Source: an optimization exercise on an open RTL-to-GDS flow (aim: small area, a short achievable clock period and few clock cycles per item). Production flows keep margins and buffers that such runs may drop. Only simulation tests tie the RTL to the original design; equivalence was not proved. Power and IR drop assume default switching activity.

Setup of build 38:
Design muldiv_seq, start of the top module:
module muldiv_seq #(
  parameter int DWIDTH    = 32,
  parameter int FRAC_BITS = 29
) (
  input  logic              clock,
  input  logic              reset,
  input  logic              start,
  input  logic              kill,
  input  logic [2:0]        MDFunc,
  input  logic [DWIDTH-1:0] A,
  input  logic [DWIDTH-1:0] B,
  output logic [DWIDTH-1:0] MDOut,
  output logic              busy,
  output logic              done
);
Size: roughly 290 flip-flops, about 110 I/O pins, roughly 39000 um2 of cells after synthesis.
Settings: LEC_CHECK=0, ABC_AREA=1, CAP_MARGIN=20, CORE_MARGIN=2, CORE_UTILIZATION=40, CTS_BUF_LIST=sky130_fd_sc_hd__clkbuf_4 sky130_fd_sc_hd__clkbuf_8, PLACE_DENSITY=0.6, SLEW_MARGIN=20; clock period 10.0 ns.
standard.sh (not shown) runs the stock make flow with config.mk's settings and CLKGATE_MAP_FILE= SYNTH_SCRIPT=/design/flow/synth_recipe.tcl, a recipe that flattens the netlist after the stock synthesis.
==> flow/flow/run.sh <==
#!/bin/bash
# Standard ORFS layout, with timing repair aimed at a tighter target than the
# 10 ns constraint (the constraint itself is unchanged) and strong port buffers.
set -euo pipefail
bash standard.sh finish \
  "SETUP_SLACK_MARGIN=6.4" \
  "TNS_END_PERCENT=5" \
  "BUFFER_PORTS_ARGS=-buffer_cell sky130_fd_sc_hd__buf_4" \
  > standard_flow.log 2>&1
Testbench counts of build 38, summed over its fixed seeds: cycles 8,442, ops 3,200.
What build 83 does differently from build 38 at the input level:
Settings: swapping sky130_fd_sc_hd__clkbuf_4 sky130_fd_sc_hd__clkbuf_8 for sky130_fd_sc_hd__clkbuf_8 in CTS_BUF_LIST.
==> results.txt <==
The flow did not stop early for build 83: all stages ran, and the layout cleared the timing, DRC and antenna checks.
For build 83, the startpoint of the worst setup timing path was r_ax[3], unlike build 38, where it was B[30].
Final setup slack of the worst path on build 83 is ahead of build 38.
In terms of net count reported at finish, build 38 and build 83 differ only marginally.
Power share of the combinational group in build 83 is 0.5 points higher than in build 38
diff inputs: build 83 => build 71
Settings: a change of CTS_BUF_LIST from sky130_fd_sc_hd__clkbuf_8 to sky130_fd_sc_hd__clkbuf_4 sky130_fd_sc_hd__clkbuf_8.
--- a/flow/flow/run.sh
+++ b/flow/flow/run.sh
@@ -6,2 +6,2 @@
-  "SETUP_SLACK_MARGIN=6.4" \
-  "TNS_END_PERCENT=5" \
+  "SETUP_SLACK_MARGIN=6.5" \
+  "TNS_END_PERCENT=3" \
Notes after the runs:
- Compared to build 83, build 71 has power 1.4% higher.
- Against build 83, build 71 comes in 1.7 points lower on area growth from synthesis to layout.
- From build 83 to build 71 the numbers moved as follows: post-route cell area dropped 1.4%; fraction of power consumed by combinational cells dropped 1.9 points; number of post-CTS setup repair buffers dropped about 37%; switching portion of total power dropped 1.2 points.
- Sort build 71 and build 83 by slew at the pin closest to its max-slew limit, ascending, and build 71 comes first.
Here is what was changed in the inputs of build 73 compared with build 71.
Settings: CTS_BUF_LIST: sky130_fd_sc_hd__clkbuf_4 sky130_fd_sc_hd__clkbuf_8 -> unset.
--- a/flow/flow/run.sh
+++ b/flow/flow/run.sh
@@ -6,2 +6,2 @@
-  "SETUP_SLACK_MARGIN=6.5" \
-  "TNS_END_PERCENT=3" \
+  "SETUP_SLACK_MARGIN=6.4" \
+  "TNS_END_PERCENT=5" \
[summary]
For total negative setup slack, build 73 and build 71 come out practically identical.
[build 73 vs build 71] first-iteration DRC count: lower in build 73
Taking build 71 as the reference, in build 73 critical-path maximum fanout shrank by 3; top achievable clock speed grew by 4.1 MHz.
Of build 71 and build 73, the higher wire length reported by the detailed router belongs to build 73.
Of build 71 and build 73, the lower via count of the first global-routing pass belongs to build 73.
Build 73 has part of the total power dissipated in combinational logic above what build 71 had.
Side by side, clock-buffer cell count turned out lower in build 73 than in build 71.
The share of total power in sequential cells on build 71 is in line with that on build 73.
Inputs modified between build 73 and build 50:
--- a/flow/flow/run.sh
+++ b/flow/flow/run.sh
@@ -6 +6 @@
-  "SETUP_SLACK_MARGIN=6.4" \
+  "SETUP_SLACK_MARGIN=6.7" \
Build 50 was carried through to the last stage, and its layout satisfied the timing, DRC and antenna checks. Utilization: build 50 vs build 73, no meaningful difference. Looking at build 50 and build 73, the post-layout net count is a wash. Global-route usage: build 50 < build 73. Compared with build 73, in build 50 critical path data arrival time went down 0.02 ns; area overhead of the layout relative to synthesis rose by 0.37 points. Design area: build 50 vs build 73 up 0.31%. The routed wire length reported for build 50 is smaller than that of build 73 by 3200 um. Build 50 vs. build 73: wire length on met1 went down by about 1.7%. Looking at library cell contributing the largest single delay on the critical path, the sky130_fd_sc_hd__o211ai_1 result is from build 50; the sky130_fd_sc_hd__fa_1 one comes from build 73. Looking at time the final worst path needs with I/O delays and setup across build 50 and build 73, the one that comes out lower is build 50.
[inputs] build 7 vs build 50
Settings: CTS_BUF_LIST: unset -> sky130_fd_sc_hd__clkbuf_4 sky130_fd_sc_hd__clkbuf_8.
--- a/flow/flow/run.sh
+++ b/flow/flow/run.sh
@@ -6 +6 @@
-  "SETUP_SLACK_MARGIN=6.7" \
+  "SETUP_SLACK_MARGIN=6.3" \
## What came out
Diff build 50 -> build 7 | cell leakage power | down slightly
Cell area | build 7 vs build 50 | build 7 smaller
Count of plain and timing-repair buffers in the layout in build 7 is 36 lower than in build 50
Build 50 -> build 7: routed wire length increased slightly
When build 7 is set beside build 50, its global-route wire length before repair turns out to be 2100 um larger.
Period utilization: build 7 > build 50
Delta(proportion of cell area occupied by multi-input gates, build 7 - build 50) > 0

## what the ideal ports hide
Ports are ideal in the flow. The routed layouts listed here were re-timed in OpenROAD. Step 1 sets driving cells, clkbuf_16 on the clock port and buf_2 on the other inputs (assumed; they add their load-dependent delay and slew). Step 2 also shifts input and output timing later by t, the mid clock arrival at the registers, as if the neighbouring blocks saw the same clock. Three values: ideal, step 1, step 2; two values: the first two.
run	shift t [ns]	setup WS [ns]	clock arrival spread, ns
build 38	0.762	5.795 / 5.844 / 5.083	0.035 / 0.035
build 83	0.760	5.844 / 5.844 / 5.136	0.036 / 0.036
build 71	0.749	5.742 / 5.750 / 5.033	0.049 / 0.050
build 73	0.657	5.815 / 5.815 / 5.278	0.033 / 0.033
build 50	0.641	5.826 / 5.826 / 5.255	0.027 / 0.028
build 7	0.766	5.757 / 5.799 / 5.033	0.033 / 0.033
After both steps every run listed still meets setup and hold. For build 7, which loses most, drivers alone change the setup slack by +0.042 ns; drivers and shift together by -0.724 ns.
